This is an optimization exercise on Yosys and OpenROAD, whose aim is small area, a short achievable clock period and few clock cycles per item, not a production implementation.
Where RTL was checked, it was by simulation tests only, not by an equivalence proof against the original.
The RTL of runs 1 and 2 was laid out without a check of its function.
Power is estimated from default activity; no workload was simulated.

==> flow/config.mk <==
export PLATFORM = sky130hd
export DESIGN_NAME = mdu_ctrl
export DESIGN_NICKNAME = mdu_ctrl
export VERILOG_FILES = /design/flow/design.v
export SDC_FILE = /design/flow/constraint.sdc
export NUM_CORES = 4
export LEC_CHECK = 0
export ABC_AREA = 1
export CAP_MARGIN = 20
export CORE_MARGIN = 2
export CORE_UTILIZATION = 40
export SLEW_MARGIN = 20
==> flow/constraint.sdc <==
create_clock -name core_clock -period 10.0 [get_ports {clk}]
set_input_delay 2.0000 -clock core_clock [delete_from_list [all_inputs] [get_ports {clk}]]
set_output_delay 2.0000 -clock core_clock [all_outputs]
set_load 0.01 [all_outputs]
==> flow/design.v <==
module mdu_ctrl #(
    parameter int MUL_LAT = 4
) (
    input  logic        clk,
    input  logic        rst,
    input  logic        start,
    input  logic [2:0]  op,
    input  logic [31:0] a,
    input  logic [31:0] b,
    output logic        busy,
    output logic        done,
    output logic [31:0] hi,
    output logic [31:0] lo,
    output logic        div0
);
    localparam int N = 35;
    logic        r_busy, r_done;
    logic        s_mul, s_fix, s_nlo, s_lead, s_step, s_nhi;
    logic [31:0] r_hi, r_lo;
    logic        r_hx;           
    logic [32:0] r_m;            
    logic [5:0]  r_k;            
    logic        r_uns, r_negq, r_negr;
    logic        r_skip;         
    logic        r_hz;           
    logic        c_aacc, c_b1, c_b2, c_blo, c_bhi, c_inv;
    logic        c_madd, c_mskip, c_hsum;
    assign busy = r_busy;
    assign done = r_done;
    assign hi   = r_hi;
    assign lo   = r_lo;
    assign div0 = 1'b0;
    logic [N-1:0] w_ma, w_mb, w_sum, w_m35, w_bx, w_g, w_p, w_gg, w_pp;
    assign w_m35 = {{2{r_m[32]}}, r_m};
    assign w_ma = ({N{c_aacc}} & {{2{r_hx}}, r_hx, r_hi})
                | ({N{s_lead}} & {3'd0, r_hi[23:0], r_lo[31:24]})
                | ({N{s_step}} & {r_hx, r_hx, r_hi, r_lo[31]});
    assign w_mb = ({N{c_b2}}  & {w_m35[N-2:0], 1'b0})
                | ({N{c_b1}}  & w_m35)
                | ({N{c_blo}} & {3'd0, r_lo})
                | ({N{c_bhi}} & {3'd0, r_hi});
    assign w_bx = w_mb ^ {N{c_inv}};
    assign w_g  = w_ma & w_bx;
    assign w_p  = w_ma ^ w_bx;
    always_comb begin
        w_gg = w_g;
        w_pp = w_p;
        w_gg[0] = w_g[0] | (w_p[0] & c_inv);
        for (int d = 1; d < 64; d = d * 2)
            for (int i = 2 * d - 1; i < N; i += 2 * d) begin
                w_gg[i] = w_gg[i] | (w_pp[i] & w_gg[i-d]);
                w_pp[i] = w_pp[i] & w_pp[i-d];
            end
        for (int d = 32; d >= 1; d = d / 2)
            for (int i = 3 * d - 1; i < N; i += 2 * d) begin
                w_gg[i] = w_gg[i] | (w_pp[i] & w_gg[i-d]);
                w_pp[i] = w_pp[i] & w_pp[i-d];
            end
    end
    assign w_sum = w_p ^ {w_gg[N-2:0], c_inv};
    logic       w_acc, w_dsign, w_dskip, w_last, w_rneg, w_dend;
    logic [5:0] w_k;
    logic [7:0] w_nlo, w_bw;
    logic       w_nbp, w_bp, w_nskip;
    logic       n_mul, n_fix, n_nlo, n_lead, n_step, n_nhi, n_done;
    logic       n_m32, n_hx;
    assign w_acc   = !r_busy && start;
    assign w_dsign = !op[0] && a[31];
    assign w_dskip = r_hz && w_sum[N-1];
    assign w_k     = r_k + ((s_lead || (s_mul && r_skip)) ? 6'd8 : s_mul ? 6'd2 : 6'd1);
    assign w_last  = w_k[5];
    assign w_rneg  = w_sum[32];            
    assign w_dend  = (s_lead && w_dskip && w_last) || (s_step && w_last);
    assign w_nlo   = r_skip ? r_lo[15:8] : r_lo[9:2];
    assign w_nbp   = r_skip ? r_lo[7] : r_lo[1];
    assign w_bw    = r_busy ? w_nlo : a[7:0];
    assign w_bp    = r_busy ? w_nbp : 1'b0;
    assign w_nskip = r_busy ? ((w_k <= 6'd24) && (w_nlo == {8{w_nbp}})) : (a[7:0] == 8'd0);
    always_comb begin
        n_mul  = r_busy ? (s_mul && !w_last) : (start && op[2:1] == 2'b00);
        n_fix  = (s_mul && w_last && r_uns && w_nbp) || (s_step && w_last && w_rneg);
        n_lead = (w_acc && op[2:1] == 2'b01 && !w_dsign) || (s_lead && w_dskip && !w_last)
              || (s_nlo && r_k == 6'd0);
        n_step = (s_lead && !w_dskip) || (s_step && !w_last);
        n_nlo  = (w_acc && op[2:1] == 2'b01 && w_dsign)
              || ((w_dend && !(s_step && w_rneg)) || (s_fix && !r_uns)) && r_negq;
        n_nhi  = ((w_dend && !(s_step && w_rneg)) || (s_fix && !r_uns)) && !r_negq && r_negr
              || (s_nlo && r_k != 6'd0 && r_negr);
        n_done = r_busy && !(n_mul || n_fix || n_lead || n_step || n_nlo || n_nhi);
        n_m32  = r_busy ? r_m[32] : (!op[0] && b[31]);
        n_hx   = s_step ? w_rneg : (s_mul && !r_skip) ? w_sum[N-1] : r_busy ? r_hx : 1'b0;
    end
    always_ff @(posedge clk) begin
        if (rst) begin
            r_busy <= 1'b0;
            r_done <= 1'b0;
            s_mul <= 1'b0; s_fix <= 1'b0; s_nlo <= 1'b0;
            s_lead <= 1'b0; s_step <= 1'b0; s_nhi <= 1'b0;
            c_aacc <= 1'b0; c_b1 <= 1'b0; c_b2 <= 1'b0; c_blo <= 1'b0; c_bhi <= 1'b0;
            c_madd <= 1'b0; c_mskip <= 1'b0; c_hsum <= 1'b0;
        end else begin
            r_busy  <= r_busy ? !n_done : (start && !op[2]);
            r_done  <= n_done;
            s_mul   <= n_mul;
            s_fix   <= n_fix;
            s_nlo   <= n_nlo;
            s_lead  <= n_lead;
            s_step  <= n_step;
            s_nhi   <= n_nhi;
            c_aacc  <= n_mul || n_fix;
            c_b2    <= n_mul && (w_bw[0] == w_bp) && (w_bw[1] != w_bw[0]);
            c_b1    <= (n_mul && (w_bw[0] ^ w_bp)) || n_fix || n_lead || n_step;
            c_blo   <= n_nlo;
            c_bhi   <= n_nhi;
            c_madd  <= n_mul && !w_nskip;
            c_mskip <= n_mul && w_nskip;
            c_hsum  <= n_fix || n_nhi || n_step;
        end
    end
    always_ff @(posedge clk) begin
        r_hx  <= n_hx;
        r_m   <= r_busy ? r_m : {!op[0] && b[31], b};
        c_inv <= (n_mul && w_bw[1] && !(w_bw[0] && w_bp)) || (n_fix && n_m32)
              || (n_lead && !n_m32) || (n_step && (n_hx == n_m32)) || n_nlo || n_nhi;
        r_skip <= w_nskip;
        if (!r_busy) begin
            r_k    <= 6'd0;
            r_uns  <= op[0];
            r_negq <= !op[0] && (a[31] ^ b[31]) && (b != 32'd0);
            r_negr <= w_dsign;
        end
        if (s_mul || (s_lead && w_dskip) || s_step) r_k <= w_k;
    end
    logic        w_lead, w_ldhi, w_ldlo, w_hold_hi, w_hold_lo;
    logic [31:0] w_hi, w_lo;
    assign w_lead    = s_lead && w_dskip;
    assign w_ldhi    = w_acc && (!op[2] || op[1:0] == 2'b00);
    assign w_ldlo    = w_acc && (!op[2] || op[1:0] == 2'b01);
    assign w_hold_hi = !(c_madd || c_mskip || c_hsum || w_lead || w_ldhi);
    assign w_hold_lo = !(c_madd || c_mskip || s_nlo || s_step || w_lead || w_ldlo);
    assign w_hi = ({32{c_madd}}    & w_sum[33:2])
                | ({32{c_mskip}}   & {{8{r_hx}}, r_hi[31:8]})
                | ({32{c_hsum}}    & w_sum[31:0])
                | ({32{w_lead}}    & {r_hi[23:0], r_lo[31:24]})
                | ({32{w_ldhi && op[2]}} & a)
                | ({32{w_hold_hi}} & r_hi);
    assign w_lo = ({32{c_madd}}    & {w_sum[1:0], r_lo[31:2]})
                | ({32{c_mskip}}   & {r_hi[7:0], r_lo[31:8]})
                | ({32{s_nlo}}     & w_sum[31:0])
                | ({32{s_step}}    & {r_lo[30:0], !w_rneg})
                | ({32{w_lead}}    & {r_lo[23:0], 8'd0})
                | ({32{w_ldlo}}    & a)
                | ({32{w_hold_lo}} & r_lo);
    always_ff @(posedge clk) begin
        if (rst) begin
            r_hi <= 32'd0;
            r_lo <= 32'd0;
        end else begin
            r_hi <= w_hi;
            r_lo <= w_lo;
        end
        r_hz <= rst || w_acc || (w_lead ? (r_hi[23:16] == 8'd0) : r_hz);
    end
endmodule
==> flow/flow/run.sh <==
#!/bin/bash
# Standard layout with two changes to how it is made: Yosys does not map adders to full-adder
# cells (ABC maps them as plain logic, which is faster here), and timing repair aims below the
# clock period.
set -euo pipefail
export ADDER_MAP_FILE=
export SETUP_SLACK_MARGIN=6.0
bash standard.sh > standard.log 2>&1
==> flow/standard.sh <==
#!/bin/bash
# synth_recipe.tcl (not shown) runs the flow's synth.tcl, then flattens the netlist and writes it again
# the make line also repeats each setting of config.mk as NAME=value (left out here)
make -C /OpenROAD-flow-scripts/flow DESIGN_CONFIG=/design/flow/config.mk WORK_HOME=/design/flow/orfs CLKGATE_MAP_FILE= SYNTH_SCRIPT=/design/flow/synth_recipe.tcl "${@:-finish}"
==> impl_metrics.csv, run 1 <==
group,metric,value,unit
final_layout,final-seq-area,2913,µm²
final_layout,fillCellCount,2601,
sta,tns,0,ns
placed_design,hpwl,32350,µm
yosys,syn-mean-instance-area,6.027,µm²
clocking,htreeDepth,4,
power_and_ir_drop,pwr-share-clk,40.9,%
detailed_routing,drt-total-wl,44970,µm
sta,holdWs,0.5384,ns
detailed_routing,avgViaCountPerCell,5.809,
detailed_routing,wl_per_cell,21.11,µm
sta,worst_pin_slew,1.135,ns
worst_hold_path,min_from,"r_negr",
detailed_routing,drcViolationCount,0,
yosys,syn-cell-area,10260,µm²
detailed_routing,ant_nets,0,
yosys,synth_nets,1773,
yosys,synthArstFlopShare,0,%
sta,min_period,3.886,ns
sta,finalSetupViolations,0,
power_and_ir_drop,leakage,0.005334,µW
clocking,clk-insertion-delay-late,0.43,ns
floorplanning,initial_core_util,40.76,%
sta,post-route-period-util,38.86,%
setup_path,timing.rr.start,"c_b1",
clocking,root_buffer,"clkbuf_16",
yosys,yosysTopAreaCellShare,25.67,%
sta,fmax,257.4,MHz
setup_path,critPathLaunch,"r_hi[17]",
yosys,ys_warn_count,1,
grt,antenna_found_initial,0,
yosys,ys_types,51,
setup_path,critPathMaxFanout,9,
power_and_ir_drop,cellPowerDensity,142.3,nW/µm²
yosys,syn_inst,1703,
clocking,cts_max_path_buffers,2,
floorplanning,fp.dieH,164.2,µm
clocking,tritoncts,"yes",
power_and_ir_drop,swShare,34.51,%
setup_path,cpPeakStageDelay,0.79,ns
sta,drv_slew,0,
setup_path,cp_cell_sequence,"clkdlybuf4s50_1",
setup_path,crit_type,"register to output port",
setup_path,cp-start-kind,"register",
setup_path,slowest_stage,"dfxtp_1",
power_and_ir_drop,p_int,1158,µW
final_layout,area_delta_synth_final,21.03,%
final_layout,nNetsFinal,1857,
yosys,ys_seq_area_share,28.28,%
setup_path,end_kind,"output port",
final_layout,final_cell_area,12420,µm²
sta,rsz0062_at_grt,"yes",
power_and_ir_drop,seqPwrFrac,35.1,%
worst_hold_path,hold_path.class,"register to register",
final_layout,final_layout_size_suffix_gt1_share,5.833,%
clocking,clk_pin_slew,0.07,ns
yosys,synthTopCellsByArea,"nand2_1 (26%), dfxtp_1 (16%), edfxtp_1 (12%)",
floorplanning,die_w,164.2,µm
grt,track_usage,32.90,%
run_status,status,"finished clean",
floorplanning,fp.coreArea,25180,µm²
setup_path,r2r_setup_slack,6.26,ns
flow_run,cap_viol_max_count,0,
floorplanning,rows,58,
grt,grt_max_degree,65,
floorplanning,io_pins,137,
floorplanning,die_area,26960,µm²
sta,hold_violations,0,
yosys,synth-main-ff-cell,"dfxtp_1",
sta,finClkSkew,0.01500,ns
detailed_routing,vias,12370,
power_and_ir_drop,p_sw,610.1,µW
placed_design,port_buffers,135,
grt,grt_pass1_vias,11410,
placed_design,place_area,11650,µm²
sta,relSlewSlack,23.37,%
grt,grt_first_pass_wirelength,66610,µm
clocking,cts_made_buffers,17,
detailed_routing,drt_iter0_drc,1587,
final_layout,multi_input_area,6195,µm²
grt,grt-ovfl-total,0,
setup_path,path_buf_inv,1,
setup_path,crit_family,"flip-flops",
placed_design,place_congestion,0.9773,
power_and_ir_drop,peakVddDrop,0.09869,mV
yosys,yosysTopAreaCell,"nand2_1",
detailed_routing,firstDrtPassIters,6,
setup_path,critPathRequiredTime,8.00,ns
yosys,ys_seq_elements,124,
clocking,clock-sinks,124,
final_layout,n_antenna_cell,0,
yosys,synth-edff-count,42,
setup_path,crit_arrival,1.89,ns
power_and_ir_drop,pwr-share-comb,24.1,%
==> timing repair <==
action | in CTS | in global routing
setup buffers | 0 | 1
resized for setup | 9 | 20
hold buffers | 0 | 0
setup endpoints to repair | 74 | 75
cloned | 0 | 1
==> state kept, by name (all words and copies together) (netlist names), 6 cells and up <==
name / count
r_hi: 32
r_m: 33
r_k: 6
r_lo: 32
==> placed cells by master, fill, tap and decap left out, types with 28 or more instances in the layout <==
master           netlist  layout
a21oi_1               54      54
clkdlybuf4s50_1        0     134
dfxtp_1               82      78
edfxtp_1              42      42
inv_1                172     172
nand2_1              702     700
nand3_1              106     106
nor2_1               114     114
o21ai_0               43      40
o21ai_1               42      42
o22ai_1               28      28
==> power by group through the flow <==
| stage | Combinational, µW | Clock (µW) | Sequential, µW |
|---|---|---|---|
| 2_1_floorplan | 259 | 0 | 600 |
| 3_3_place_gp | 400 | 0 | 630 |
| 3_5_place_dp | 404 | 0 | 629 |
| 4_1_cts | 407 | 728 | 619 |
| 5_1_grt | 459 | 745 | 622 |
| 6_report | 426 | 722 | 620 |
==> worst reg2reg max path: stages, from the launching register on <==
cell,delay [ns]
dfxtp_1,0.31
buf_4,0.30
nand2_1,0.10
nand2_1,0.16
nor2_1,0.10
inv_1,0.07
nand2_1,0.05
nand3_1,0.14
a21oi_1,0.06
nor2_1,0.20
nand2_2,0.11
nand2_1,0.14
nand2_1,0.10
nand2_2,0.09
nand2_2,0.09
nand2_1,0.15
nand2_1,0.09
nand2_2,0.10
nand2_2,0.07
nand2_4,0.08
nand3_4,0.24
nand2_2,0.24
inv_4,0.18
nand2_1,0.11
nand4_1,0.09
nor2_1,0.13
a21oi_1,0.07
==> path summary, 6_finish.rpt <==
check | to | cells after the start
worst max-delay path | hi[17] | 1
worst min-delay path | c_inv | 2
worst max register to register | r_hi[27] | 26
worst min register to register | c_inv | 2
==> stage by stage <==
stage / power (µW) / cells / util [%] / setup slack [ns]
floorplan: 859.5 / 1703 / - / 6.625
global placement: 1030 / 2096 / 46.25 / 4.895
detailed placement: 1033 / 2096 / 46.25 / 4.803
CTS: 1753 / 2128 / 49.02 / 6.017
global route: 1826 / 2130 / 49.33 / 5.998
finish: 1768 / 2130 / 49.33 / 6.114
==> cells by family after synthesis <==
family / synth area share (%)
DFF: 28.28
and+or+nand+nor: 38.73
other: 0.03654
buffers and inverters: 11.52
xor gates and xnor gates: 2.731
AOI/OAI and AO/OA: 18.70
==> layout make-up <==
| type | count | share of cell area [%] |
|---|---|---|
| Timing Repair Buffer | 149 | 12.01 |
| Sequential cell | 124 | 23.45 |
| Clock inverter | 12 | 1.571 |
| Inverter | 188 | 5.882 |
| Timing Repair inverter | 1 | 0.04029 |
| Clock buffer | 20 | 3.858 |
| Multi-Input combinational cell | 1306 | 49.87 |
| Tap cell | 330 | 3.324 |
==> per-layer routing <==
layer | wire length (µm) | track usage [%] | part of all wire [%]
met5 | 0 | 0 | 0
met4 | 2745 | 18.02 | 6.1
met3 | 4824 | 8.005 | 11
met2 | 19770 | 51.54 | 44
met1 | 17630 | 41.50 | 39
==> cell usage after synthesis, drive strengths merged, types with 4 or more instances <==
master   instances
nor2           117
a31oi           16
edfxtp          42
xor2            23
o221ai           4
clkbuf          33
nand2          716
or2              5
buf             52
o21ai           87
a211oi           8
o211ai          13
nand3          107
xnor2            9
nor3             7
dfxtp           82
o22ai           28
nor4            13
inv            185
nand4           11
a21o             5
o2111ai         16
a41oi           22
a21oi           58
a221oi          22
==> run 2, diff against run 1 <==
--- a/flow/flow/run.sh
+++ b/flow/flow/run.sh
@@ -4,5 +4,5 @@
 # clock period.
 set -euo pipefail
 export ADDER_MAP_FILE=
-export SETUP_SLACK_MARGIN=6.0
+export SETUP_SLACK_MARGIN=6.8
 bash standard.sh > standard.log 2>&1
==> run 2 against run 1 <==
Net effect:
- register-to-register slack gained 0.54 ns
- hold slack got worse by 0.0082 ns
- core utilization increased by 6.0 points
- combinational power rose by 18%
- worst setup slack improved by 0.69 ns
- largest cell class unchanged
==> impl_metrics.csv, run 2 <==
group,metric,value,unit
run_status,status,"finished clean",
power_and_ir_drop,leakage,0.006254,µW
clocking,htreeDepth,4,
setup_path,critPathMaxFanout,7,
final_layout,area_delta_synth_final,35.67,%
floorplanning,die_w,164.2,µm
clocking,clk-insertion-delay-late,0.44,ns
placed_design,place_ws,5.408,ns
placed_design,place_congestion,0.9818,
setup_path,cpPeakStageDelay,0.45,ns
sta,holdWs,0.5302,ns
yosys,synth-compound-area-share,18.70,%
yosys,ys_seq_elements,124,
setup_path,timing.rr.start,"s_nlo",
yosys,synth_nets,1773,
yosys,synthXorXnorAreaFrac,2.731,%
yosys,synthArstFlopShare,0,%
sta,finClkSkew,0.01226,ns
grt,grt_pass1_vias,11430,
setup_path,critPathRequiredTime,8.00,ns
grt,antenna_found_initial,0,
setup_path,path_buf_inv,1,
floorplanning,die_area,26960,µm²
power_and_ir_drop,swShare,38.53,%
sta,rsz0062_at_grt,"yes",
yosys,yosysTopAreaCellShare,25.67,%
clocking,clock-sinks,124,
power_and_ir_drop,pwr-share-comb,29.5,%
clocking,clk_pin_slew,0.06,ns
yosys,ys_seq_area_share,28.28,%
yosys,syn-mean-instance-area,6.027,µm²
yosys,synth_top_family_by_area,"simple AND/OR/NAND/NOR gates",
yosys,synth-edff-count,42,
yosys,synth-simple-area-share,38.73,%
placed_design,port_buffers,135,
grt,grt_first_pass_wirelength,69100,µm
placed_design,hpwl,32780,µm
clocking,tritoncts,"yes",
sta,post-route-period-util,31.99,%
floorplanning,initial_core_util,40.76,%
detailed_routing,drcViolationCount,0,
power_and_ir_drop,cellPowerDensity,121.7,nW/µm²
setup_path,worstSetupPathDepth,1,
setup_path,r2r_setup_slack,6.80,ns
final_layout,final_cell_mix,"nand2_1 (645), inv_1 (168), nor2_1 (95)",
setup_path,end_kind,"output port",
yosys,muxShareOfSynthArea,0,%
setup_path,critPathCapture,"hi[14]",
yosys,synthMostInstantiatedCell,"nand2_1",
floorplanning,fp.coreArea,25180,µm²
sta,drv_slew,0,
yosys,ys_types,51,
sta,hold_violations,0,
final_layout,largest_reg_flops,33,
final_layout,final_layout_size_suffix_gt1_share,20.62,%
yosys,yosys.area_share.adder,0,%
grt,track_usage,34.60,%
power_and_ir_drop,peakVddDrop,0.07159,mV
yosys,synthTopCellsByArea,"nand2_1 (26%), dfxtp_1 (16%), edfxtp_1 (12%)",
clocking,cts_max_path_buffers,2,
sta,relSlewSlack,31.07,%
final_layout,regMostFlops,"r_m",
setup_path,cp-start-kind,"register",
yosys,syn-cell-area,10260,µm²
floorplanning,fp.dieH,164.2,µm
sta,tns,0,ns
grt,grt_max_degree,65,
grt,grt-ovfl-total,0,
clocking,root_buffer,"clkbuf_16",
worst_hold_path,hold_path.class,"register to register",
detailed_routing,drt_iter0_drc,1654,
sta,setup_slack,6.801,ns
setup_path,crit_arrival,1.20,ns
setup_path,slowest_stage,"dfxtp_2",
final_layout,n_antenna_cell,0,
floorplanning,io_pins,137,
sta,fmax,312.6,MHz
final_layout,top_regs,"r_m (33), r_hi (32), r_lo (32)",
flow_run,cap_viol_max_count,0,
power_and_ir_drop,p_sw,653.2,µW
sta,worst_pin_slew,1.021,ns
sta,min_period,3.199,ns
power_and_ir_drop,p_int,1042,µW
yosys,yosysTopAreaCell,"nand2_1",
detailed_routing,wl_per_cell,22.46,µm
power_and_ir_drop,pwr-share-clk,34.4,%
detailed_routing,ant_nets,0,
floorplanning,rows,58,
final_layout,nNetsFinal,1914,
detailed_routing,avgViaCountPerCell,5.923,
yosys,syn_inst,1703,
yosys,synth-main-ff-cell,"dfxtp_1",
detailed_routing,firstDrtPassIters,8,
sta,finalSetupViolations,0,
setup_path,rr_worst_depth,23,
power_and_ir_drop,seqPwrFrac,36.1,%
yosys,ys_warn_count,1,
setup_path,crit_type,"register to output port",
yosys,synthTopCellsByCount,"nand2_1 (702), inv_1 (172), nor2_1 (114), nand3_1 (106), dfxtp_1 (82)",
setup_path,r2r_end,"r_lo[21]",
clocking,hold_buffers,0,
setup_path,crit_family,"flip-flops",
final_layout,layout_commonest_cell,"nand2_1",
setup_path,cp_cell_sequence,"dlygate4sd2_1",
setup_path,critPathLaunch,"r_hi[14]",
detailed_routing,vias,12950,
detailed_routing,drt-total-wl,49120,µm
clocking,cts_made_buffers,17,
run 2: cell counts after synthesis:
No cell type changed its count.
run 2: cells by family (layout without fill, tap and decap cells):
logic type,Yosys count,in the layout
AND/OR/NAND/NOR,980,980
AO/OA/AOI/OAI,293,293
buffers and inverters,273,427
flip-flops,124,124
XOR/XNOR,32,32
other,1,1
run 2: worst min-delay path by stage:
stage	start	to	slack, ns	cells after the start
floorplan	r_negr	c_inv	0.47	2
global placement	r_negr	c_bhi	0.52	2
detailed placement	r_negr	c_bhi	0.52	2
CTS	r_lo[21]	r_lo[21]	0.52	2
global route	r_lo[21]	r_lo[21]	0.54	2
finish	r_lo[19]	r_lo[19]	0.53	2
run 2: power by group through the flow:
stage | sequential, µW | combinational [µW] | clock [µW]
floorplan | 600 | 260 | 0
global placement | 623 | 409 | 0
detailed placement | 624 | 412 | 0
CTS | 607 | 440 | 580
global route | 612 | 536 | 602
finish | 612 | 501 | 583
run 2: layer usage:
metal	routed length, µm	vias to the layer above	GRT usage [%]
li1	-	5906	-
met1	18570	5889	44.52
met2	20880	914	52.32
met3	5799	245	7.879
met4	3868	0	21.61
met5	0	-	0
run 2: through the flow:
stage / cell area [µm²] / utilization (%) / instances / total power [µW]
after floorplan: 10270 / - / 1703 / 860.0
after CTS: 12910 / 51.27 / 2155 / 1627
after global routing: 13920 / 55.30 / 2187 / 1750
after detailed placement: 11650 / 46.26 / 2095 / 1036
after global placement: 11650 / 46.26 / 2095 / 1033
final: 13920 / 55.30 / 2187 / 1695
run 2: final cells by class:
cell class | instances | area [µm²]
inverters | 188 | 798.3
flip-flops and latches | 124 | 3102
clock buffers | 19 | 432.9
clock inverters | 13 | 91.34
repair inverters | 6 | 51.30
multi-input cells | 1306 | 6974
well taps | 330 | 412.9
repair buffers | 201 | 2062
fillers | 2510 | 11260
run 2: what timing repair did:
action | CTS | global route
buffers inserted | 20 | 25
pin swaps | 16 | 58
gates resized for setup | 272 | 191
gates cloned | 8 | 7
endpoints found under the setup margin | 159 | 86
run 2: worst min-delay path, cell delays in order, from the launching register on:
cell	delay [ns]
dfxtp_2	0.36
nand2_1	0.07
a21oi_1	0.06
==> run 3, diff against run 2 <==
--- a/flow/design.v
+++ b/flow/design.v
@@ -83,8 +83,8 @@
               || (s_nlo && r_k == 6'd0);
         n_step = (s_lead && !w_dskip) || (s_step && !w_last);
         n_nlo  = (w_acc && op[2:1] == 2'b01 && w_dsign)
-              || ((w_dend && !(s_step && w_rneg)) || (s_fix && !r_uns)) && r_negq;
-        n_nhi  = ((w_dend && !(s_step && w_rneg)) || (s_fix && !r_uns)) && !r_negq && r_negr
+              || ((w_dend && !(s_step && w_rneg)) || (s_fix && !r_uns)) && r_negq && !s_lead;
+        n_nhi  = ((w_dend && !(s_step && w_rneg)) || (s_fix && !r_uns)) && !(r_negq && !s_lead) && r_negr
               || (s_nlo && r_k != 6'd0 && r_negr);
         n_done = r_busy && !(n_mul || n_fix || n_lead || n_step || n_nlo || n_nhi);
         n_m32  = r_busy ? r_m[32] : (!op[0] && b[31]);
==> run 3 against run 2 <==
Net effect:
- largest power group is now clock
- still clean on timing, DRC and antenna
- cell area rose by 2.5%
- highest routed layer is now met5
- power rose by 12%
- clock-buffer cell count rose by 2
==> impl_metrics.csv, run 3 <==
group,metric,value,unit
setup_path,critPathMaxFanout,6,
detailed_routing,avgViaCountPerCell,5.962,
yosys,synth-compound-area-share,19.06,%
setup_path,crit_type,"register to register",
yosys,synthMostInstantiatedCell,"nand2_1",
floorplanning,die_w,163.3,µm
sta,tns,0,ns
power_and_ir_drop,cellPowerDensity,133.1,nW/µm²
clocking,clock-sinks,124,
yosys,syn_inst,1686,
yosys,synth-main-ff-cell,"dfxtp_1",
setup_path,cp-start-kind,"register",
yosys,ys_seq_area_share,28.59,%
placed_design,place_congestion,0.9594,
yosys,yosysTopAreaCellShare,25.95,%
yosys,synth-edff-count,42,
setup_path,critPathRequiredTime,10.37,ns
grt,track_usage,35.27,%
final_layout,layout_commonest_cell,"nand2_1",
sta,post-route-period-util,32.92,%
detailed_routing,firstDrtPassIters,6,
detailed_routing,drcViolationCount,0,
sta,min_period,3.292,ns
power_and_ir_drop,leakage,0.006320,µW
floorplanning,rows,58,
detailed_routing,vias,13020,
grt,antenna_found_initial,3,
final_layout,top_regs,"r_m (33), r_hi (32), r_lo (32)",
yosys,syn-cell-area,10150,µm²
sta,relSlewSlack,42.08,%
sta,hold_violations,0,
placed_design,port_buffers,135,
grt,grt_pass1_vias,11760,
yosys,synthTopCellsByCount,"nand2_1 (702), inv_1 (155), nand3_1 (108), nor2_1 (105), dfxtp_1 (82)",
clocking,hold_buffers,0,
final_layout,area_delta_synth_final,40.51,%
final_layout,regMostFlops,"r_m",
clocking,tritoncts,"yes",
yosys,synthArstFlopShare,0,%
clocking,root_buffer,"clkbuf_16",
sta,drv_slew,0,
clocking,cts_made_buffers,17,
detailed_routing,drt_iter0_drc,1767,
sta,worst_pin_slew,0.8678,ns
flow_run,cap_viol_max_count,0,
power_and_ir_drop,total_power,1900,µW
yosys,synthTopCellsByArea,"nand2_1 (26%), dfxtp_1 (16%), edfxtp_1 (12%)",
run_status,status,"finished clean",
final_layout,largest_reg_flops,33,
floorplanning,fp.coreArea,25040,µm²
sta,finalSetupViolations,0,
sta,finClkSkew,0.01725,ns
sta,rsz0062_at_grt,"yes",
clocking,htreeDepth,4,
yosys,synth_top_family_by_area,"simple AND/OR/NAND/NOR gates",
yosys,ys_seq_elements,124,
power_and_ir_drop,peakVddDrop,0.1029,mV
clocking,clk-insertion-delay-late,0.45,ns
yosys,synth-simple-area-share,38.43,%
clocking,clk_pin_slew,0.07,ns
final_layout,nNetsFinal,1909,
setup_path,end_kind,"register",
sta,fmax,303.8,MHz
grt,grt_first_pass_wirelength,70060,µm
setup_path,crit_arrival,3.66,ns
yosys,muxShareOfSynthArea,0,%
final_layout,final_cell_mix,"nand2_1 (624), inv_1 (149), nand3_1 (85)",
grt,grt-ovfl-total,0,
worst_hold_path,hold_path.class,"register to register",
floorplanning,initial_core_util,40.56,%
detailed_routing,wl_per_cell,22.68,µm
floorplanning,io_pins,137,
floorplanning,die_area,26680,µm²
yosys,synthXorXnorAreaFrac,3.019,%
yosys,yosys.area_share.adder,0,%
clocking,cts_max_path_buffers,2,
detailed_routing,ant_nets,0,
yosys,synth_nets,1756,
final_layout,final_util,56.99,%
grt,grt_max_degree,67,
yosys,ys_warn_count,1,
yosys,yosysTopAreaCell,"nand2_1",
final_layout,final_layout_size_suffix_gt1_share,23.11,%
yosys,syn-mean-instance-area,6.023,µm²
final_layout,final-seq-area,3112,µm²
placed_design,hpwl,33200,µm
yosys,ys_types,56,
final_layout,fillCellCount,2411,
floorplanning,fp.dieH,163.3,µm
detailed_routing,drt-total-wl,49520,µm
final_layout,multi_input_area,7138,µm²
-- run 3: worst max-delay path, stage by stage (launching register included) --
cell	delay, ns
dfxtp_4	0.38
buf_12	0.17
buf_12	0.14
nand2_4	0.09
nand2_4	0.07
o21ai_4	0.17
nand2_2	0.08
nand2_2	0.07
nand2_2	0.06
nor2_2	0.09
nand2_2	0.07
nand2_2	0.08
nand2_2	0.08
nand2_4	0.08
nand2_4	0.06
nand2_4	0.09
nand2_1	0.08
o21ai_0	0.27
a21boi_0	0.16
xor2_1	0.52
nand2_1	0.11
nand4_1	0.12
a21oi_1	0.05
a21oi_1	0.11
-- run 3: power by group --
group / total (µW) / switching (µW) / internal (µW) / leakage, µW
sequential: 621 / 65.2 / 556 / 0.00116
combinational: 631 / 412 / 219 / 0.00487
clock: 647 / 271 / 377 / 0.000288
-- run 3: worst paths after layout --
check | from | to | slack, ns | cells after the start
max | s_nlo | r_hi[17] | 6.71 | 23
min | r_lo[6] | r_lo[6] | 0.52 | 2
max reg2reg | s_nlo | r_hi[17] | 6.71 | 23
min reg2reg | r_lo[6] | r_lo[6] | 0.52 | 2
-- run 3: logic make-up after synthesis --
family,after synthesis
other,1
flip-flops,124
buffers and inverters,261
AO/OA/AOI/OAI,300
XOR/XNOR,35
AND/OR/NAND/NOR,965
-- run 3: layout make-up --
cell class,count,share of cell area [%]
Tap cell,330,2.894
Clock inverter,11,0.7366
Sequential cell,124,21.81
Antenna cell,1,0.01754
Multi-Input combinational cell,1301,50.03
Timing Repair Buffer,213,15.37
Clock buffer,21,3.411
Timing Repair inverter,5,0.4560
Inverter,177,5.279
-- run 3: stage by stage --
| stage | setup WS [ns] | cells | hold WS (ns) | area (µm²) |
|---|---|---|---|---|
| global placement | 5.811 | 2080 | 0.5463 | 11580 |
| detailed placement | 5.771 | 2080 | 0.5528 | 11580 |
| floorplan | 6.809 | 1686 | 0.5054 | 10160 |
| finish | 6.708 | 2183 | 0.5192 | 14270 |
| global route | 6.549 | 2182 | 0.5551 | 14270 |
| CTS | 6.770 | 2140 | 0.5221 | 12950 |
-- run 3: what timing repair did --
action	4_1_cts	5_1_grt
endpoints found under the setup margin	160	90
buffers inserted	21	38
gates cloned	7	4
pin swaps	10	71
gates resized for setup	275	244
-- run 3: layer usage --
| layer | part of all wire (%) | track usage [%] | routed length (µm) |
|---|---|---|---|
| met5 | 0.022 | 0 | 11 |
| met4 | 7.1 | 23.89 | 3540 |
| met3 | 11 | 7.974 | 5492 |
| met2 | 45 | 56.02 | 22240 |
| met1 | 37 | 42.53 | 18230 |
Testbench counts of run 3, summed over its fixed seeds: cycles 75,612, ops 8,000.
==> run 4, diff against run 3 <==
==> flow/flow/run.sh (replaced) <==
#!/bin/bash
# Standard layout with three changes to how it is made: Yosys does not map adders to full-adder
# cells (ABC maps them as plain logic, which is faster here), the ports get the smallest buffer
# cell instead of a delay buffer, and timing repair aims below the clock period.
set -euo pipefail
export ADDER_MAP_FILE=
export BUFFER_PORTS_ARGS="-buffer_cell sky130_fd_sc_hd__buf_1"
export SETUP_SLACK_MARGIN=6.8
bash standard.sh > standard.log 2>&1
--- a/flow/config.mk
+++ b/flow/config.mk
@@ -8,5 +8,5 @@
 export ABC_AREA = 1
 export CAP_MARGIN = 20
 export CORE_MARGIN = 2
-export CORE_UTILIZATION = 40
+export CORE_UTILIZATION = 45
 export SLEW_MARGIN = 20
==> run 4 against run 3 <==
Net effect:
- hold slack gained 0.020 ns
- critical path type is now input pin to register
- largest power group unchanged
- die area down 11%
- cell area is 4.3% lower
==> impl_metrics.csv, run 4 <==
group,metric,value,unit
yosys,synthArstFlopShare,0,%
detailed_routing,wl_per_cell,23.17,µm
clocking,htreeDepth,4,
final_layout,nNetsFinal,1923,
yosys,synthTopCellsByArea,"nand2_1 (26%), dfxtp_1 (16%), edfxtp_1 (12%)",
grt,grt_first_pass_wirelength,68390,µm
grt,track_usage,37.91,%
setup_path,crit_arrival,3.71,ns
worst_hold_path,hold_path.class,"register to register",
clocking,clk-insertion-delay-late,0.43,ns
detailed_routing,ant_nets,0,
setup_path,critPathRequiredTime,10.35,ns
grt,antenna_found_initial,0,
final_layout,largest_reg_flops,33,
clocking,cts_made_buffers,17,
clocking,clk_pin_slew,0.06,ns
detailed_routing,firstDrtPassIters,7,
placed_design,port_buffers,135,
yosys,synthMostInstantiatedCell,"nand2_1",
sta,fmax,297.2,MHz
floorplanning,rows,54,
yosys,syn_inst,1686,
clocking,cts_max_path_buffers,2,
detailed_routing,avgViaCountPerCell,6.189,
final_layout,final_layout_size_suffix_gt1_share,23.04,%
clocking,hold_buffers,0,
floorplanning,die_area,23780,µm²
sta,rsz0062_at_grt,"yes",
final_layout,final_cell_mix,"nand2_1 (609), inv_1 (147), buf_1 (131)",
final_layout,layout_commonest_cell,"nand2_1",
setup_path,critPathMaxFanout,8,
power_and_ir_drop,total_power,1909,µW
final_layout,regMostFlops,"r_m",
yosys,yosysTopAreaCell,"nand2_1",
clocking,tritoncts,"yes",
setup_path,cp-start-kind,"input pin",
grt,use_met3,9.807,%
run_status,status,"finished clean",
grt,gr-usage-met1,47.31,%
floorplanning,fp.coreArea,21960,µm²
flow_run,cap_viol_max_count,0,
detailed_routing,drt-total-wl,49710,µm
sta,setup_slack,6.635,ns
final_layout,multi_input_area,7231,µm²
detailed_routing,drt_iter0_drc,1847,
grt,grt_pass1_vias,11680,
yosys,ys_warn_count,1,
yosys,synth_nets,1756,
yosys,syn-mean-instance-area,6.023,µm²
power_and_ir_drop,cellPowerDensity,139.9,nW/µm²
grt,grt-ovfl-total,0,
sta,worst_pin_slew,1.080,ns
final_layout,n_antenna_cell,0,
sta,post-route-period-util,33.65,%
grt,grt_util_met2,59.94,%
floorplanning,fp.dieH,154.2,µm
grt,grt_max_degree,67,
yosys,ys_seq_area_share,28.59,%
sta,tns,0,ns
yosys,ys_types,56,
grt,grt_most_used_layer,"met2",
final_layout,final-seq-area,2980,µm²
placed_design,place_ws,5.557,ns
floorplanning,initial_core_util,46.25,%
yosys,synth-edff-count,42,
final_layout,top_regs,"r_m (33), r_hi (32), r_lo (32)",
yosys,syn-cell-area,10150,µm²
yosys,yosysTopAreaCellShare,25.95,%
final_layout,area_delta_synth_final,34.45,%
detailed_routing,vias,13280,
power_and_ir_drop,peakVddDrop,0.1000,mV
sta,hold_violations,0,
sta,relSlewSlack,27.23,%
clocking,clock-sinks,124,
detailed_routing,drcViolationCount,0,
sta,finalSetupViolations,0,
floorplanning,io_pins,137,
power_and_ir_drop,leakage,0.005775,µW
sta,finClkSkew,0.01249,ns
placed_design,place_congestion,0.9956,
yosys,synthTopCellsByCount,"nand2_1 (702), inv_1 (155), nand3_1 (108), nor2_1 (105), dfxtp_1 (82)",
yosys,synth-main-ff-cell,"dfxtp_1",
sta,min_period,3.365,ns
setup_path,end_kind,"register",
sta,drv_slew,0,
placed_design,hpwl,31930,µm
setup_path,crit_type,"input pin to register",
final_layout,fillCellCount,2036,
setup_path,r2r_setup_slack,6.67,ns
clocking,root_buffer,"clkbuf_16",
floorplanning,die_w,154.2,µm
yosys,ys_seq_elements,124,
final_layout,final_util,62.18,%
run 4: where the power goes:
group / internal, µW / switching, µW / leakage, µW
combinational: 212 / 418 / 0.00436
sequential: 559 / 73.5 / 0.00114
clock: 374 / 273 / 0.000284
run 4: cells by family after synthesis:
kind of cell / Yosys count / synth area share, %
AO/OA/AOI/OAI: 300 / 19.06
buffers and inverters: 261 / 10.87
other: 1 / 0.03693
XOR/XNOR: 35 / 3.019
AND/OR/NAND/NOR: 965 / 38.43
flip-flops: 124 / 28.59
run 4: critical path, cell delays in order:
cell       delay [ns]
buf_1            0.08
nand2_2          0.14
inv_2            0.09
a2111oi_4        0.62
nand2_8          0.15
buf_12           0.18
inv_12           0.09
buf_4            0.11
nand2_1          0.04
a41oi_1          0.18
run 4: area by class of cell:
| cell class | count | share of cell area [%] |
|---|---|---|
| tap | 280 | 2.566 |
| timing repair buffer | 221 | 11.75 |
| timing repair inverter | 11 | 0.9806 |
| sequential | 124 | 21.83 |
| inverter | 177 | 5.590 |
| clock inverter | 14 | 1.182 |
| clock buffer | 18 | 3.143 |
| multi-input combinational | 1301 | 52.96 |
run 4: timing repair:
action,4_1_cts,5_1_grt
setup endpoints to repair,114,95
pin swaps,3,66
gates cloned,5,15
setup buffers,8,56
resized for setup,111,303
run 4: path summary, 6_finish.rpt:
| path | from | endpoint | cells past startpoint |
|---|---|---|---|
| worst max-delay path | start | r_hi[5] | 10 |
| worst min register to register | r_negr | c_bhi | 2 |
| worst min-delay path | r_negr | c_bhi | 2 |
| worst max register to register | s_nlo | r_hi[5] | 27 |
run 4: metal layers:
layer  up-vias  wire (µm)  part of all wire [%]
met4         4       3859                   7.8
met3       306       6814                    14
met2      1053      21110                    42
li1       5918          -                     -
met1      6001      17840                    36
met5         -         92                  0.19
run 4: metrics by stage:
step | instances | hold slack, ns | instance area (µm²)
2_1_floorplan | 1686 | 0.5054 | 10160
3_3_place_gp | 2030 | 0.5551 | 10680
3_5_place_dp | 2030 | 0.5546 | 10680
4_1_cts | 2075 | 0.5708 | 11790
5_1_grt | 2146 | 0.5773 | 13650
6_report | 2146 | 0.5396 | 13650
==> run 5, diff against run 4 <==
--- a/flow/design.v
+++ b/flow/design.v
@@ -58,70 +58,76 @@
             end
     end
     assign w_sum = w_p ^ {w_gg[N-2:0], c_inv};
-    logic       w_acc, w_dsign, w_dskip, w_last, w_rneg, w_dend;
+    logic       w_acc, w_dsign, w_dskip, w_last, w_rneg;
     logic [5:0] w_k;
     logic [7:0] w_nlo, w_bw;
     logic       w_nbp, w_bp, w_nskip;
-    logic       n_mul, n_fix, n_nlo, n_lead, n_step, n_nhi, n_done;
-    logic       n_m32, n_hx;
     assign w_acc   = !r_busy && start;
     assign w_dsign = !op[0] && a[31];
     assign w_dskip = r_hz && w_sum[N-1];
     assign w_k     = r_k + ((s_lead || (s_mul && r_skip)) ? 6'd8 : s_mul ? 6'd2 : 6'd1);
     assign w_last  = w_k[5];
     assign w_rneg  = w_sum[32];            
-    assign w_dend  = (s_lead && w_dskip && w_last) || (s_step && w_last);
     assign w_nlo   = r_skip ? r_lo[15:8] : r_lo[9:2];
     assign w_nbp   = r_skip ? r_lo[7] : r_lo[1];
     assign w_bw    = r_busy ? w_nlo : a[7:0];
     assign w_bp    = r_busy ? w_nbp : 1'b0;
     assign w_nskip = r_busy ? ((w_k <= 6'd24) && (w_nlo == {8{w_nbp}})) : (a[7:0] == 8'd0);
+    logic        w_late;
+    logic [17:0] w_nx [0:1];
+    assign w_late = (s_lead && w_dskip) || (s_step && w_rneg);
     always_comb begin
-        n_mul  = r_busy ? (s_mul && !w_last) : (start && op[2:1] == 2'b00);
-        n_fix  = (s_mul && w_last && r_uns && w_nbp) || (s_step && w_last && w_rneg);
-        n_lead = (w_acc && op[2:1] == 2'b01 && !w_dsign) || (s_lead && w_dskip && !w_last)
-              || (s_nlo && r_k == 6'd0);
-        n_step = (s_lead && !w_dskip) || (s_step && !w_last);
-        n_nlo  = (w_acc && op[2:1] == 2'b01 && w_dsign)
-              || ((w_dend && !(s_step && w_rneg)) || (s_fix && !r_uns)) && r_negq && !s_lead;
-        n_nhi  = ((w_dend && !(s_step && w_rneg)) || (s_fix && !r_uns)) && !(r_negq && !s_lead) && r_negr
-              || (s_nlo && r_k != 6'd0 && r_negr);
-        n_done = r_busy && !(n_mul || n_fix || n_lead || n_step || n_nlo || n_nhi);
-        n_m32  = r_busy ? r_m[32] : (!op[0] && b[31]);
-        n_hx   = s_step ? w_rneg : (s_mul && !r_skip) ? w_sum[N-1] : r_busy ? r_hx : 1'b0;
+        for (int l = 0; l < 2; l++) begin
+            logic dsk, rng;
+            logic n_mul, n_fix, n_nlo, n_lead, n_step, n_nhi, n_done, n_m32, n_hx, n_dend;
+            dsk    = (l == 1);
+            rng    = (l == 1);
+            n_dend = (s_lead && dsk && w_last) || (s_step && w_last);
+            n_mul  = r_busy ? (s_mul && !w_last) : (start && op[2:1] == 2'b00);
+            n_fix  = (s_mul && w_last && r_uns && w_nbp) || (s_step && w_last && rng);
+            n_lead = (w_acc && op[2:1] == 2'b01 && !w_dsign) || (s_lead && dsk && !w_last)
+                  || (s_nlo && r_k == 6'd0);
+            n_step = (s_lead && !dsk) || (s_step && !w_last);
+            n_nlo  = (w_acc && op[2:1] == 2'b01 && w_dsign)
+                  || ((n_dend && !(s_step && rng)) || (s_fix && !r_uns)) && r_negq && !s_lead;
+            n_nhi  = ((n_dend && !(s_step && rng)) || (s_fix && !r_uns)) && !(r_negq && !s_lead) && r_negr
+                  || (s_nlo && r_k != 6'd0 && r_negr);
+            n_done = r_busy && !(n_mul || n_fix || n_lead || n_step || n_nlo || n_nhi);
+            n_m32  = r_busy ? r_m[32] : (!op[0] && b[31]);
+            n_hx   = s_step ? rng : r_busy ? r_hx : 1'b0;
+            w_nx[l] = {
+                r_busy ? !n_done : (start && !op[2]),                        
+                n_done,                                                      
+                n_mul, n_fix, n_nlo, n_lead, n_step, n_nhi,                  
+                n_mul || n_fix,                                              
+                n_mul && (w_bw[0] == w_bp) && (w_bw[1] != w_bw[0]),         
+                (n_mul && (w_bw[0] ^ w_bp)) || n_fix || n_lead || n_step,    
+                n_nlo,                                                       
+                n_nhi,                                                       
+                n_mul && !w_nskip,                                           
+                n_mul && w_nskip,                                            
+                n_fix || n_nhi || n_step,                                    
+                (n_mul && w_bw[1] && !(w_bw[0] && w_bp)) || (n_fix && n_m32)
+                  || (n_lead && !n_m32) || (n_step && (n_hx == n_m32)) || n_nlo || n_nhi,   
+                n_hx                                                         
+            };
+        end
     end
+    logic [17:0] w_n;
+    assign w_n = w_late ? w_nx[1] : w_nx[0];
     always_ff @(posedge clk) begin
         if (rst) begin
-            r_busy <= 1'b0;
-            r_done <= 1'b0;
-            s_mul <= 1'b0; s_fix <= 1'b0; s_nlo <= 1'b0;
-            s_lead <= 1'b0; s_step <= 1'b0; s_nhi <= 1'b0;
-            c_aacc <= 1'b0; c_b1 <= 1'b0; c_b2 <= 1'b0; c_blo <= 1'b0; c_bhi <= 1'b0;
-            c_madd <= 1'b0; c_mskip <= 1'b0; c_hsum <= 1'b0;
+            {r_busy, r_done, s_mul, s_fix, s_nlo, s_lead, s_step, s_nhi,
+             c_aacc, c_b2, c_b1, c_blo, c_bhi, c_madd, c_mskip, c_hsum} <= '0;
         end else begin
-            r_busy  <= r_busy ? !n_done : (start && !op[2]);
-            r_done  <= n_done;
-            s_mul   <= n_mul;
-            s_fix   <= n_fix;
-            s_nlo   <= n_nlo;
-            s_lead  <= n_lead;
-            s_step  <= n_step;
-            s_nhi   <= n_nhi;
-            c_aacc  <= n_mul || n_fix;
-            c_b2    <= n_mul && (w_bw[0] == w_bp) && (w_bw[1] != w_bw[0]);
-            c_b1    <= (n_mul && (w_bw[0] ^ w_bp)) || n_fix || n_lead || n_step;
-            c_blo   <= n_nlo;
-            c_bhi   <= n_nhi;
-            c_madd  <= n_mul && !w_nskip;
-            c_mskip <= n_mul && w_nskip;
-            c_hsum  <= n_fix || n_nhi || n_step;
+            {r_busy, r_done, s_mul, s_fix, s_nlo, s_lead, s_step, s_nhi,
+             c_aacc, c_b2, c_b1, c_blo, c_bhi, c_madd, c_mskip, c_hsum} <= w_n[17:2];
         end
     end
     always_ff @(posedge clk) begin
-        r_hx  <= n_hx;
+        c_inv <= w_n[1];
+        r_hx  <= (s_mul && !r_skip) ? w_sum[N-1] : w_n[0];
         r_m   <= r_busy ? r_m : {!op[0] && b[31], b};
-        c_inv <= (n_mul && w_bw[1] && !(w_bw[0] && w_bp)) || (n_fix && n_m32)
-              || (n_lead && !n_m32) || (n_step && (n_hx == n_m32)) || n_nlo || n_nhi;
         r_skip <= w_nskip;
         if (!r_busy) begin
             r_k    <= 6'd0;
==> run 5 against run 4 <==
Net effect:
- still clean on timing, DRC and antenna
- die area up 3.5%
- area after synthesis up 3.5%
- synthesized cell count up 4.2%
- combinational power down 47%
- register-to-register slack better by 0.14 ns
- sequential share of layout area up 0.54 points
- maximum frequency up 3.5%
- sequential cell count unchanged
- sequential power down 6.0%
- cell area down 3.4%
- clock power up 3%
- worst setup slack better by 0.12 ns
==> impl_metrics.csv, run 5 <==
group,metric,value,unit
grt,grt_first_pass_wirelength,70430,µm
sta,drv_slew,0,
final_layout,n_antenna_cell,0,
setup_path,crit_family,"simple AND/OR/NAND/NOR gates",
floorplanning,die_w,156.9,µm
setup_path,cpPeakStageDelay,0.64,ns
grt,antenna_found_initial,0,
final_layout,fillCellCount,2298,
final_layout,multi_input_area,7036,µm²
yosys,synth_nets,1826,
flow_run,cap_viol_max_count,0,
worst_hold_path,hold_path_depth,2,
placed_design,place_area,11100,µm²
run_status,status,"finished clean",
sta,holdWs,0.5110,ns
sta,relSlewSlack,39.32,%
worst_hold_path,min_from,"r_hz",
grt,track_usage,38.47,%
grt,gr-usage-met1,49.80,%
sta,fmax,307.7,MHz
yosys,ys_types,57,
final_layout,layout_commonest_cell,"nand2_1",
setup_path,path_buf_inv,1,
yosys,yosysTopAreaCell,"nand2_1",
setup_path,timing.rr.start,"c_blo",
setup_path,cp_cell_sequence,"buf_1 > nor4_2 > nand4_1 > nor2_1 > a211oi_1",
floorplanning,fp.coreArea,22780,µm²
grt,grt-ovfl-total,0,
detailed_routing,vias,13340,
sta,worst_pin_slew,0.9046,ns
detailed_routing,avgViaCountPerCell,6.036,
final_layout,nNetsFinal,1954,
yosys,yosysTopAreaCellShare,22.74,%
yosys,synth-main-ff-cell,"dfxtp_1",
sta,tns,0,ns
setup_path,crit_type,"input pin to register",
yosys,synthTopCellsByCount,"nand2_1 (637), inv_1 (209), nor2_1 (140), nand3_1 (124), dfxtp_1 (82)",
yosys,synthArstFlopShare,0,%
detailed_routing,wl_per_cell,22.34,µm
grt,grt_most_used_layer,"met2",
grt,grt_max_degree,60,
setup_path,cp-start-kind,"input pin",
clocking,cts_max_path_buffers,2,
clocking,htreeDepth,4,
setup_path,critPathMaxFanout,2,
grt,grt_pass1_vias,11760,
yosys,ys_warn_count,2,
detailed_routing,drt_iter0_drc,1834,
clocking,clock-sinks,124,
clocking,cts_made_buffers,17,
sta,finalSetupViolations,0,
setup_path,critPathRequiredTime,10.19,ns
floorplanning,fp.dieH,156.9,µm
final_layout,final_layout_size_suffix_gt1_share,16.24,%
final_layout,final_cell_area,13200,µm²
detailed_routing,drcViolationCount,0,
setup_path,slowest_stage,"nor4_2",
sta,min_period,3.250,ns
clocking,clk_pin_slew,0.07,ns
yosys,synth-edff-count,42,
final_layout,largest_reg_flops,33,
setup_path,r2r_end,"r_hi[25]",
final_layout,area_delta_synth_final,25.49,%
placed_design,port_buffers,135,
yosys,synthTopCellsByArea,"nand2_1 (23%), dfxtp_1 (16%), edfxtp_1 (12%)",
clocking,root_buffer,"clkbuf_16",
clocking,hold_buffers,0,
setup_path,crit_arrival,3.44,ns
clocking,clk-insertion-delay-late,0.45,ns
worst_hold_path,hold_path.class,"register to register",
final_layout,final_cell_mix,"nand2_1 (586), inv_1 (206), buf_1 (132)",
power_and_ir_drop,leakage,0.005505,µW
floorplanning,io_pins,137,
detailed_routing,drt-total-wl,49370,µm
worst_hold_path,hold_end,"r_hz",
yosys,syn-cell-area,10520,µm²
final_layout,final-seq-area,2952,µm²
final_layout,regMostFlops,"r_m",
power_and_ir_drop,cellPowerDensity,120.7,nW/µm²
yosys,synthMostInstantiatedCell,"nand2_1",
clocking,tritoncts,"yes",
setup_path,end_kind,"register",
sta,finClkSkew,0.01658,ns
final_layout,top_regs,"r_m (33), r_hi (32), r_lo (32)",
grt,grt_util_met2,59.46,%
sta,rsz0062_at_grt,"yes",
floorplanning,initial_core_util,46.16,%
sta,post-route-period-util,32.50,%
power_and_ir_drop,peakVddDrop,0.1187,mV
yosys,ys_seq_area_share,27.61,%
power_and_ir_drop,total_power,1593,µW
grt,use_met3,8.779,%
yosys,ys_seq_elements,124,
setup_path,rr_worst_depth,24,
yosys,syn_inst,1756,
floorplanning,die_area,24610,µm²
floorplanning,rows,55,
placed_design,hpwl,33290,µm
detailed_routing,firstDrtPassIters,8,
placed_design,place_congestion,0.9552,
yosys,syn-mean-instance-area,5.988,µm²
detailed_routing,ant_nets,0,
sta,hold_violations,0,
setup_path,r2r_setup_slack,6.81,ns
run 5: cell count changes after synthesis, sizes merged, moves of 17 or more:
cell and delta:
inv +52, a41oi -17, a31oi +18, nand2 -66
nor2 +39, nand3 +18, a221oi -18, o22ai +37
run 5: layer usage:
metal | vias to the layer above | routed length [µm]
met4 | 2 | 3493
li1 | 6052 | -
met3 | 232 | 6421
met5 | - | 31
met1 | 6138 | 18470
met2 | 915 | 20960
run 5: cells by family (layout without fill, tap and decap cells):
family	count (synthesis)	count (layout)	share of synthesized area [%]
AO/OA/AOI/OAI	304	304	18.06
buffers and inverters	307	448	12.51
XOR/XNOR	31	31	2.582
AND/OR/NAND/NOR	989	989	39.21
flip-flops	124	124	27.61
other	1	1	0.03566
run 5: repair_timing:
action                                  4_1_cts  5_1_grt
pin swaps                                     1       47
endpoints found under the setup margin      109       96
gates resized for setup                      76      211
gates cloned                                  4        7
buffers inserted                              3       22
run 5: area by class of cell:
| cell class | instances | share of cell area (%) |
|---|---|---|
| multi-input cells | 1325 | 53.32 |
| flip-flops and latches | 124 | 22.37 |
| repair buffers | 181 | 8.799 |
| inverters | 231 | 7.529 |
| clock buffers | 21 | 3.651 |
| well taps | 313 | 2.968 |
| clock inverters | 11 | 0.9862 |
| repair inverters | 4 | 0.3793 |
run 5: metrics by stage:
stage / util [%] / std cells / worst slack (ns)
after floorplan: - / 1756 / 6.759
after global placement: 48.73 / 2142 / 5.820
after detailed placement: 48.73 / 2142 / 5.751
after CTS: 53.16 / 2181 / 6.734
after global routing: 57.93 / 2210 / 6.624
final: 57.93 / 2210 / 6.750
run 5: how the worst max path moves through the flow:
stage | slack, ns | end | cells past startpoint | from
2_1_floorplan | 6.76 | r_hi[15] | 8 | start
3_3_place_gp | 5.82 | r_lo[23] | 23 | c_inv
3_5_place_dp | 5.75 | r_lo[20] | 23 | c_inv
4_1_cts | 6.73 | r_hi[26] | 24 | c_blo
5_1_grt | 6.62 | r_hi[25] | 24 | c_blo
6_report | 6.75 | r_negq | 5 | b[13]
run 5: tightest hold or removal path, delay by kind of cell (launching register included):
family / cells / cell delay, ns
flip-flops: 1 / 0.34
AO/OA/AOI/OAI: 1 / 0.08
AND/OR/NAND/NOR: 1 / 0.06
run 5: where the power goes:
group	leakage (µW)	internal [µW]	switching [µW]
combinational	0.00409	101	232
clock	0.000288	397	268
sequential	0.00113	550	44.9
Testbench counts of run 5, summed over its fixed seeds: cycles 75,612, ops 8,000.
==> run 6, diff against run 5 <==
==> flow/flow/run.sh (replaced) <==
#!/bin/bash
# Standard layout with three changes to how it is made: Yosys does not map adders to full-adder
# cells (ABC maps them as plain logic, which is faster here), the ports get the smallest buffer
# cell instead of a delay buffer, and timing repair aims below the clock period (harder after
# clock tree synthesis than after global routing).
set -euo pipefail
export ADDER_MAP_FILE=
export BUFFER_PORTS_ARGS="-buffer_cell sky130_fd_sc_hd__buf_1"
SETUP_SLACK_MARGIN=6.8 bash standard.sh cts > standard_cts.log 2>&1
SETUP_SLACK_MARGIN=6.3 bash standard.sh > standard.log 2>&1
--- a/flow/config.mk
+++ b/flow/config.mk
@@ -9,4 +9,5 @@
 export CAP_MARGIN = 20
 export CORE_MARGIN = 2
 export CORE_UTILIZATION = 45
+export CTS_BUF_LIST = sky130_fd_sc_hd__clkbuf_8
 export SLEW_MARGIN = 20
==> run 6 against run 5 <==
Net effect:
- still clean on timing, DRC and antenna
- via count shrank 3.0%
- clock skew grew 0.0025 ns
- sequential share of layout area up 2.2 points
- hold slack better by 0.024 ns
- synthesized cell count unchanged
- core utilization decreased by 5.4 points
- power fell by 12%
- worst setup slack got worse by 0.10 ns
- clock power decreased by 24%
- die area unchanged
==> impl_metrics.csv, run 6 <==
group,metric,value,unit
run_status,status,"finished clean",
final_layout,layout_commonest_cell,"nand2_1",
placed_design,place_congestion,0.9552,
flow_run,cap_viol_max_count,0,
grt,use_met3,9.139,%
final_layout,fillCellCount,2425,
floorplanning,die_area,24610,µm²
yosys,synthMostInstantiatedCell,"nand2_1",
clocking,hold_buffers,0,
sta,finClkSkew,0.01905,ns
grt,grt_first_pass_wirelength,69480,µm
clocking,clk_pin_slew,0.09,ns
floorplanning,initial_core_util,46.16,%
setup_path,timing.rr.start,"c_blo",
grt,grt_most_used_layer,"met2",
yosys,yosysTopAreaCellShare,22.74,%
power_and_ir_drop,cellPowerDensity,117.0,nW/µm²
clocking,cts_made_buffers,17,
floorplanning,die_w,156.9,µm
floorplanning,fp.dieH,156.9,µm
yosys,syn-cell-area,10520,µm²
setup_path,cp-start-kind,"register",
grt,grt_util_met2,59.50,%
setup_path,critPathMaxFanout,24,
final_layout,final_cell_mix,"nand2_1 (634), inv_1 (209), nor2_1 (138)",
sta,hold_violations,0,
setup_path,critPathLaunch,"c_blo",
detailed_routing,ant_nets,0,
grt,antenna_found_initial,2,
floorplanning,io_pins,137,
final_layout,regMostFlops,"r_m",
power_and_ir_drop,leakage,0.005097,µW
clocking,cts_max_path_buffers,2,
setup_path,r2r_end,"r_hi[26]",
yosys,synthTopCellsByArea,"nand2_1 (23%), dfxtp_1 (16%), edfxtp_1 (12%)",
detailed_routing,drt-total-wl,47160,µm
sta,drv_slew,0,
final_layout,largest_reg_flops,33,
yosys,yosysTopAreaCell,"nand2_1",
final_layout,final_cell_area,11970,µm²
yosys,synthTopCellsByCount,"nand2_1 (637), inv_1 (209), nor2_1 (140), nand3_1 (124), dfxtp_1 (82)",
detailed_routing,avgViaCountPerCell,5.920,
power_and_ir_drop,peakVddDrop,0.07519,mV
clocking,root_buffer,"clkbuf_8",
yosys,synth-main-ff-cell,"dfxtp_1",
placed_design,port_buffers,135,
grt,track_usage,37.94,%
sta,finalSetupViolations,0,
worst_hold_path,hold_path_depth,2,
worst_hold_path,hold_path.class,"register to register",
yosys,synthArstFlopShare,0,%
detailed_routing,wl_per_cell,21.57,µm
clocking,clk-insertion-delay-late,0.48,ns
placed_design,place_area,11100,µm²
setup_path,rr_worst_depth,27,
grt,grt_pass1_vias,11790,
detailed_routing,vias,12940,
clocking,htreeDepth,4,
floorplanning,fp.coreArea,22780,µm²
sta,post-route-period-util,33.51,%
sta,min_period,3.351,ns
yosys,ys_types,57,
grt,grt_max_degree,60,
grt,grt-ovfl-total,0,
sta,fmax,298.4,MHz
detailed_routing,firstDrtPassIters,12,
setup_path,end_kind,"register",
setup_path,r2r_setup_slack,6.65,ns
setup_path,crit_type,"register to register",
yosys,ys_warn_count,2,
yosys,synth-edff-count,42,
yosys,ys_seq_area_share,27.61,%
final_layout,final-seq-area,2944,µm²
grt,gr-usage-met1,48.19,%
yosys,synth_nets,1826,
sta,worst_pin_slew,0.8806,ns
sta,relSlewSlack,40.93,%
final_layout,area_delta_synth_final,13.87,%
detailed_routing,drt_iter0_drc,1839,
clocking,tritoncts,"yes",
floorplanning,rows,55,
yosys,ys_seq_elements,124,
detailed_routing,drcViolationCount,0,
placed_design,hpwl,33290,µm
setup_path,crit_arrival,3.72,ns
yosys,syn_inst,1756,
final_layout,final_layout_size_suffix_gt1_share,8.387,%
setup_path,critPathRequiredTime,10.37,ns
sta,tns,0,ns
yosys,syn-mean-instance-area,5.988,µm²
clocking,clock-sinks,124,
final_layout,multi_input_area,6417,µm²
setup_path,critPathCapture,"r_hi[26]",
final_layout,nNetsFinal,1929,
final_layout,top_regs,"r_m (33), r_hi (32), r_lo (32)",
sta,rsz0062_at_grt,"no",
run 6: cell counts after synthesis:
No cell type changed its count.
run 6: layer usage:
metal  up-vias  share of wire (%)  wire [µm]
met2       877                 43      20350
met5         -              0.081         38
li1       5978                  -          -
met4         2                6.2       2915
met1      5903                 38      18120
met3       181                 12       5739
run 6: logic make-up (layout without fill, tap and decap cells):
kind of cell | count (synthesis) | in the layout | synth area share, %
AO/OA/AOI/OAI | 304 | 304 | 18.06
XOR/XNOR | 31 | 31 | 2.582
buffers and inverters | 307 | 423 | 12.51
flip-flops | 124 | 124 | 27.61
other | 1 | 2 | 0.03566
AND/OR/NAND/NOR | 989 | 989 | 39.21
run 6: stage by stage:
| stage | setup WS [ns] | hold slack, ns | power [µW] | std cells | util (%) |
|---|---|---|---|---|---|
| floorplan | 6.759 | 0.4524 | 767.9 | 1756 | - |
| global placement | 5.820 | 0.4915 | 874.0 | 2142 | 48.73 |
| detailed placement | 5.751 | 0.4974 | 875.7 | 2142 | 48.73 |
| CTS | 6.773 | 0.5131 | 1385 | 2184 | 52.42 |
| global route | 6.342 | 0.5549 | 1444 | 2186 | 52.57 |
| finish | 6.649 | 0.5349 | 1400 | 2186 | 52.57 |
run 6: timing repair:
item / CTS / global route
hold endpoints to repair: 0 / 0
buffers inserted: 7 / 0
setup endpoints to repair: 117 / 1
cloned: 3 / 1
pin swaps: 1 / 0
resized for setup: 79 / 3
run 6: report_power, final:
part	internal, µW	switching [µW]
Sequential	549	43.7
Clock	261	247
Combinational	87.8	212
Total	898	502
run 6: worst min-delay path by stage:
stage | from | to
floorplan | r_hz | r_hz
global placement | r_hz | r_hz
detailed placement | r_hz | r_hz
CTS | r_hz | r_hz
global route | r_hz | r_hz
finish | r_hz | r_hz
run 6: critical path, cell delays in order (launching register included):
cell and delay, ns:
dfxtp_2 0.44, buf_12 0.21, nand2_1 0.15, nand2_1 0.10, nor2_1 0.05, inv_1 0.05
nand2_1 0.05, nand2_1 0.08, nand2_1 0.07, nand2_1 0.12, nor2_1 0.06, a21oi_1 0.18
nand2_1 0.12, nand2_1 0.09, nand2_2 0.13, nand3_2 0.12, nand3_2 0.08, nand2_2 0.09
nand2_2 0.06, nand2_4 0.08, nand3_4 0.13, buf_4 0.20, nand2_8 0.10, clkinv_8 0.14
nand2_1 0.09, nand4_1 0.08, nand2_1 0.07, inv_1 0.05
run 6: area by class of cell:
class	instances	area share, %
multi-input combinational	1325	53.59
sequential	124	24.59
inverter	231	7.785
timing repair buffer	160	7.189
tap	313	3.271
clock buffer	19	2.184
clock inverter	13	1.369
antenna	1	0.02090
==> run 7, diff against run 6 <==
--- a/flow/config.mk
+++ b/flow/config.mk
@@ -8,6 +8,6 @@
 export ABC_AREA = 1
 export CAP_MARGIN = 20
 export CORE_MARGIN = 2
-export CORE_UTILIZATION = 45
+export CORE_UTILIZATION = 60
 export CTS_BUF_LIST = sky130_fd_sc_hd__clkbuf_8
 export SLEW_MARGIN = 20
==> run 7 against run 6 <==
Net effect:
- highest routed layer is now met4
- routed wire length decreased by 8.1%
- critical path depth decreased by 3
- largest power group unchanged
- first-iteration DRC count increased by 15%
- synthesized cell count unchanged
- combinational power decreased by 5%
- via count increased by 1.1%
- clock skew increased by 0.0020 ns
- area after synthesis unchanged
- global-route usage increased by 8.7 points
- sequential share of layout area increased by 0.81 points
- non-clock buffer count decreased by 9
==> impl_metrics.csv, run 7 <==
group,metric,value,unit
grt,track_usage,46.68,%
detailed_routing,ant_nets,0,
floorplanning,die_w,136.4,µm
detailed_routing,drt_iter0_drc,2113,
detailed_routing,wl_per_cell,20.76,µm
sta,post-route-period-util,34.22,%
grt,antenna_found_initial,0,
placed_design,place_ws,5.802,ns
yosys,synthTopCellsByCount,"nand2_1 (637), inv_1 (209), nor2_1 (140), nand3_1 (124), dfxtp_1 (82)",
setup_path,path_buf_inv,3,
power_and_ir_drop,pwr-share-clk,33.5,%
power_and_ir_drop,cellPowerDensity,113.7,nW/µm²
setup_path,cp-start-kind,"register",
setup_path,slowest_stage,"dfxtp_2",
setup_path,crit_arrival,3.77,ns
final_layout,layout_commonest_cell,"nand2_1",
clocking,clk-insertion-delay-late,0.49,ns
sta,relSlewSlack,42.68,%
worst_hold_path,hold_path.class,"register to register",
setup_path,cpPeakStageDelay,0.43,ns
final_layout,top_regs,"r_m (33), r_hi (32), r_lo (32)",
floorplanning,die_area,18600,µm²
yosys,syn_inst,1756,
setup_path,critPathRequiredTime,10.35,ns
yosys,syn-cell-area,10520,µm²
yosys,synth_nets,1826,
power_and_ir_drop,p_sw,491.2,µW
yosys,yosysTopAreaCell,"nand2_1",
yosys,ys_seq_elements,124,
setup_path,r2r_setup_slack,6.58,ns
power_and_ir_drop,seqPwrFrac,44.9,%
yosys,synthXorXnorAreaFrac,2.582,%
worst_hold_path,min_from,"r_hz",
final_layout,nNetsFinal,1920,
sta,drv_slew,0,
yosys,synth-edff-count,42,
sta,setup_slack,6.578,ns
setup_path,crit_type,"register to register",
yosys,synthArstFlopShare,0,%
sta,rsz0062_at_grt,"no",
yosys,synthMostInstantiatedCell,"nand2_1",
setup_path,end_kind,"register",
final_layout,area_delta_synth_final,10.52,%
clocking,cts_max_path_buffers,2,
clocking,htreeDepth,4,
sta,hold_violations,0,
final_layout,fillCellCount,1667,
final_layout,regMostFlops,"r_m",
run_status,status,"finished clean",
-- run 7: cell counts after synthesis --
No cell type changed its count.
-- run 7: area by class of cell --
type | instances | share of cell area [%]
timing repair buffer | 151 | 6.288
clock buffer | 17 | 2.013
tap | 225 | 2.422
sequential | 124 | 25.40
inverter | 231 | 7.978
multi-input combinational | 1325 | 54.73
clock inverter | 15 | 1.174
-- run 7: worst min-delay path, cell delays in order (launching register included) --
cell	delay (ns)
dfxtp_1	0.31
o21ai_0	0.07
nand3_1	0.07
-- run 7: logic make-up (layout without fill, tap and decap cells) --
kind of cell | after synthesis | in the layout
AND/OR/NAND/NOR | 989 | 989
buffers and inverters | 307 | 414
AO/OA/AOI/OAI | 304 | 304
flip-flops | 124 | 124
XOR/XNOR | 31 | 31
other | 1 | 1
-- run 7: final timing paths --
kind              endpoint
setup / recovery  r_lo[20]
hold / removal        r_hz
setup reg to reg  r_lo[20]
hold reg to reg       r_hz
-- run 7: stage by stage --
stage	util [%]	total power (µW)	cell area, µm²	std cells
floorplan	-	767.9	10540	1756
global placement	63.68	862.8	10980	2052
detailed placement	63.68	867.5	10980	2052
CTS	67.42	1304	11620	2088
global route	67.42	1364	11620	2088
finish	67.42	1322	11620	2088
-- run 7: power by group through the flow --
stage / clock network (µW) / logic (µW) / registers, µW
after floorplan: 0 / 182 / 586
after CTS: 441 / 274 / 590
after global routing: 461 / 308 / 595
final: 443 / 285 / 594
after detailed placement: 0 / 267 / 600
after global placement: 0 / 263 / 600
-- run 7: per-layer routing --
layer	vias to the layer above	share of wire, %
met1	5859	36
met3	266	14
met4	0	7.9
li1	5973	-
met5	-	0
met2	985	42
-- run 7: timing repair --
action                                  4_1_cts  5_1_grt
endpoints found under the setup margin      118        0
gates resized for setup                      77        0
hold buffers                                  0        0
setup buffers                                 2        0

[what the ideal ports hide]
The results above use ideal ports. As a check the final layouts listed here were re-extracted and re-timed, cells and wires unchanged.
Step 1, drivers: a clkbuf_16 drives clk and a buf_2 each remaining input, both assumed.
Step 2 also shifts input and output timing later by t, the mid clock arrival at the registers, as if the neighbouring blocks saw the same clock.
a / b / c = ideal / step 1 / step 2; a / b = the first two.
| run | t (ns) | setup slack, ns |
|---|---|---|
| run 1 | 0.478 | 6.114 / 6.063 / 5.690 |
| run 2 | 0.478 | 6.801 / 6.754 / 6.343 |
| run 3 | 0.496 | 6.708 / 6.708 / 6.334 |
| run 4 | 0.474 | 6.635 / 6.666 / 6.192 |
| run 5 | 0.492 | 6.750 / 6.749 / 6.286 |
| run 6 | 0.516 | 6.649 / 6.649 / 6.158 |
| run 7 | 0.520 | 6.578 / 6.578 / 6.192 |
After both steps every run listed still meets setup and hold.
